From an optimization exercise on the open Yosys and OpenROAD flow, aimed at small area; shortcuts taken in it are not production practice. In this exercise RTL edits were held to simulation tests only and were not proved equivalent to the original. No activity file was given, so power comes from the tool's default toggle rates.

==> flow/design.v <==
package round_key_store_pkg;
    localparam int NUM_ROUNDS = 10;
    localparam int KEY_WIDTH  = 128;
    localparam int NUM_SLOTS  = NUM_ROUNDS + 1;
    typedef logic [31:0]  word_t;
    typedef word_t [3:0]  key_t;         
    typedef logic [3:0]   round_idx_t;
    typedef enum logic [1:0] {
        IDLE,
        START,
        CAPTURE,
        READY
    } rks_fsm_e;
endpackage
module round_key_regfile
(
    input  logic                      clk,
    input  logic                      ld_en,
    input  round_key_store_pkg::key_t ld_data,
    input  logic                      ins_en,
    input  round_key_store_pkg::key_t ins_data,
    input  logic                      dump0,
    input  logic [10:0]               rsel,
    output round_key_store_pkg::key_t rdata,
    output round_key_store_pkg::key_t slot0
);
    logic [127:0] s0;
    logic [127:0] ring [round_key_store_pkg::NUM_ROUNDS];
    logic [127:0] ring0_d;
    logic [127:0] rd_bits;
    logic [127:0] ins_bits;
    logic rot_en;
    assign rot_en = !ins_en && !dump0;
    always_ff @(posedge clk) begin
        if (ld_en) s0 <= ld_data;
    end
    always_ff @(posedge clk) begin
        ring[0] <= ring0_d;
        for (int i = 1; i < round_key_store_pkg::NUM_ROUNDS; i++)
            ring[i] <= ring[i-1];
    end
    for (genvar b = 0; b < round_key_store_pkg::KEY_WIDTH; b++) begin : g_bit
        round_key_sel3 u_ins (
            .sel ({rot_en, dump0, ins_en}),
            .d   ({ring[9][b], s0[b], ins_bits[b]}),
            .q   (ring0_d[b])
        );
        round_key_sel11 u_rd (
            .sel (rsel),
            .d   ({s0[b], ring[9][b], ring[8][b], ring[7][b],
                   ring[6][b], ring[5][b], ring[4][b], ring[3][b],
                   ring[2][b], ring[1][b], ring[0][b]}),
            .q   (rd_bits[b])
        );
    end
    assign ins_bits = ins_data;
    assign rdata    = rd_bits;
    assign slot0    = s0;
endmodule
module round_key_sel3
(
    input  logic [2:0] sel,
    input  logic [2:0] d,
    output logic       q
);
    assign q = |(sel & d);
endmodule
module round_key_sel11
(
    input  logic [10:0] sel,
    input  logic [10:0] d,
    output logic        q
);
    logic [2:0] g_n;
    logic       g;
    round_key_aoi222 u_g0 (.a(sel[2:0]), .b(d[2:0]), .y(g_n[0]));
    round_key_aoi222 u_g1 (.a(sel[5:3]), .b(d[5:3]), .y(g_n[1]));
    round_key_aoi222 u_g2 (.a(sel[8:6]), .b(d[8:6]), .y(g_n[2]));
    round_key_nand3  u_g  (.a(g_n), .y(g));
    round_key_ao221  u_or (.a(sel[10:9]), .b(d[10:9]), .c(g), .y(q));
endmodule
module round_key_aoi222
(
    input  logic [2:0] a,
    input  logic [2:0] b,
    output logic       y
);
    assign y = ~|(a & b);
endmodule
module round_key_ao221
(
    input  logic [1:0] a,
    input  logic [1:0] b,
    input  logic       c,
    output logic       y
);
    assign y = |(a & b) | c;
endmodule
module round_key_nand3
(
    input  logic [2:0] a,
    output logic       y
);
    assign y = ~&a;
endmodule
module round_key_store
(
    input  logic         clk,
    input  logic         reset_n,
    input  logic         load_key,
    input  logic [127:0] cipher_key,
    output logic         start_expansion,
    output logic [127:0] prev_key,
    input  logic [127:0] next_key,
    input  logic         finished_expansion,
    input  logic [3:0]   rd_round,
    output logic [127:0] rd_key,
    output logic         keys_ready,
    output logic         busy,
    output logic         sched_err
);
    logic       st_start, st_cap, st_ready;
    logic [3:0] ph;
    logic       sched_err_q;
    logic       load_ok;
    logic       last_write;
    logic [3:0] ph_nxt;
    logic [3:0] rpos;
    logic [10:0] rsel, rsel_nxt;
    round_key_store_pkg::key_t rd_data;
    round_key_store_pkg::key_t slot0;
    assign load_ok    = load_key && !st_start && !st_cap;
    assign last_write = (ph == 4'd9);
    always_ff @(posedge clk or negedge reset_n) begin
        if (!reset_n) begin
            st_start <= 1'b0;
            st_cap   <= 1'b0;
            st_ready <= 1'b0;
        end else begin
            st_start <= load_ok;
            st_cap   <= st_start || (st_cap && !last_write);
            st_ready <= (st_cap && last_write) || (st_ready && !load_ok);
        end
    end
    assign ph_nxt = st_start ? 4'd0 : ((ph == 4'd9) ? 4'd0 : ph + 4'd1);
    always_ff @(posedge clk or negedge reset_n) begin
        if (!reset_n) ph <= '0;
        else          ph <= ph_nxt;
    end
    always_ff @(posedge clk or negedge reset_n) begin
        if (!reset_n)
            sched_err_q <= 1'b0;
        else if (load_ok)
            sched_err_q <= 1'b0;
        else if (st_cap && (finished_expansion != last_write))
            sched_err_q <= 1'b1;
    end
    always_comb begin
        logic [4:0] d;
        d = {1'b0, ph} + 5'd11 - {1'b0, rd_round};
        rpos = (d >= 5'd10) ? 4'(d - 5'd10) : d[3:0];
    end
    always_comb begin
        rsel_nxt = '0;
        if (rd_round == 4'd0) begin
            if (load_ok) rsel_nxt[0]  = 1'b1;
            else         rsel_nxt[10] = 1'b1;
        end else if (rd_round <= 4'd10) begin
            rsel_nxt[rpos] = 1'b1;
        end
    end
    always_ff @(posedge clk) begin
        rsel <= rsel_nxt;
    end
    round_key_regfile u_regfile (
        .clk      (clk),
        .ld_en    (load_ok),
        .ld_data  (cipher_key),
        .ins_en   (st_cap),
        .ins_data (next_key),
        .dump0    (load_ok && (rd_round == 4'd0)),
        .rsel     (rsel),
        .rdata    (rd_data),
        .slot0    (slot0)
    );
    assign start_expansion = st_start;
    assign busy            = st_start | st_cap;
    assign keys_ready      = st_ready;
    assign sched_err       = sched_err_q;
    assign rd_key          = rd_data;
    assign prev_key        = slot0;
endmodule
==> flow/config.mk <==
export PLATFORM = sky130hd
export DESIGN_NAME = round_key_store
export DESIGN_NICKNAME = round_key_store
export VERILOG_FILES = /design/flow/design.v
export SDC_FILE = /design/flow/constraint.sdc
export NUM_CORES = 4
export LEC_CHECK = 0
export CAP_MARGIN = 20
export CORE_MARGIN = 2
export CORE_UTILIZATION = 55
export PLACE_DENSITY = 0.7
export SLEW_MARGIN = 20
export SYNTH_HIERARCHICAL = 1
export SYNTH_MINIMUM_KEEP_SIZE = 0
==> flow/constraint.sdc <==
create_clock -name core_clock -period 5.0 [get_ports {clk}]
set_input_delay 1.0000 -clock core_clock [delete_from_list [all_inputs] [get_ports {clk}]]
set_output_delay 1.0000 -clock core_clock [all_outputs]
set_load 0.01 [all_outputs]
standard.sh (not shown) runs the stock make flow with config.mk's settings and CLKGATE_MAP_FILE= SYNTH_SCRIPT=/design/flow/synth_recipe.tcl, a recipe that flattens the netlist after the stock synthesis.
==> flow/flow/run.sh <==
#!/bin/bash
# Standard ORFS layout with these changes: the port buffers are the smallest
# buffer (buf_1), and CTS uses clkbuf_8 with larger sink clusters and no
# dummy loads.
set -euo pipefail
export BUFFER_PORTS_ARGS="-buffer_cell sky130_fd_sc_hd__buf_1"
export CTS_ARGS="-sink_clustering_enable -repair_clock_nets -dont_use_dummy_load -buf_list {sky130_fd_sc_hd__clkbuf_8} -sink_clustering_size 16 -sink_clustering_max_diameter 50"
bash standard.sh > standard.log 2>&1
Then changed:
--- a/flow/design.v
+++ b/flow/design.v
@@ -126,7 +126,8 @@
     logic       last_write;
     logic [3:0] ph_nxt;
     logic [3:0] rpos;
-    logic [10:0] rsel, rsel_nxt;
+    logic [10:0] rsel;
+    logic [3:0]  rd_pos, rd_pos_nxt;
     round_key_store_pkg::key_t rd_data;
     round_key_store_pkg::key_t slot0;
     assign load_ok    = load_key && !st_start && !st_cap;
@@ -156,21 +157,21 @@
             sched_err_q <= 1'b1;
     end
     always_comb begin
-        logic [4:0] d;
-        d = {1'b0, ph} + 5'd11 - {1'b0, rd_round};
-        rpos = (d >= 5'd10) ? 4'(d - 5'd10) : d[3:0];
+        logic [3:0] b;
+        b = rd_round - 4'd1;
+        rpos = (ph >= b) ? ph - b : ph + 4'd10 - b;
     end
     always_comb begin
-        rsel_nxt = '0;
-        if (rd_round == 4'd0) begin
-            if (load_ok) rsel_nxt[0]  = 1'b1;
-            else         rsel_nxt[10] = 1'b1;
-        end else if (rd_round <= 4'd10) begin
-            rsel_nxt[rpos] = 1'b1;
-        end
+        if (rd_round == 4'd0)       rd_pos_nxt = load_ok ? 4'd0 : 4'd10;
+        else if (rd_round <= 4'd10) rd_pos_nxt = rpos;
+        else                        rd_pos_nxt = 4'd15;
     end
     always_ff @(posedge clk) begin
-        rsel <= rsel_nxt;
+        rd_pos <= rd_pos_nxt;
+    end
+    always_comb begin
+        for (int i = 0; i <= round_key_store_pkg::NUM_ROUNDS; i++)
+            rsel[i] = (rd_pos == 4'(i));
     end
     round_key_regfile u_regfile (
         .clk      (clk),
- first-iteration DRC count drops by 5.2%
- flip-flop and latch count drops by 7
- combinational power drops by about 3%
- final area drops by 0.82%
- synthesized cell count drops by 2.0%
- non-clock buffer count climbs by 2
- global-route usage drops by 1.0 points
- count of clock-buffer cells in the layout climbs by 3
- routed wire length drops by 4.7%
- setup slack got worse by 0.038 ns
- maximum frequency drops by 0.86%
- via count drops by 2.2%

==> port drivers added, routing unchanged <==
The results above use ideal ports. As a check the final layouts listed here were re-extracted and re-timed, cells and wires unchanged.
Step 1: set_driving_cell puts a clkbuf_16 on clk and a buf_2 on each other input, an assumption about the parent block.
Step 2, shift: input delay + t, output delay - t, t = (earliest + latest rising clock arrival at the registers) / 2. This alone moves slack from input paths to output paths.
Slacks: no drivers / after step 1 / after step 2; pairs: no drivers / after step 1.
run | t, ns | slack for setup (ns) | worst setup path after step 2 | clock arrival spread, ns
the first run | 0.767 | 0.645 / 0.681 / -0.086 | input to register | 0.066 / 0.066
the second run | 0.780 | 0.607 / 0.544 / 1.210 | input to register | 0.064 / 0.064
Met with ideal ports but missed after step 2: setup timing in the first run. The setup slack of the first run, which loses most, moves by +0.036 ns with the drivers and by -0.731 ns with both steps.
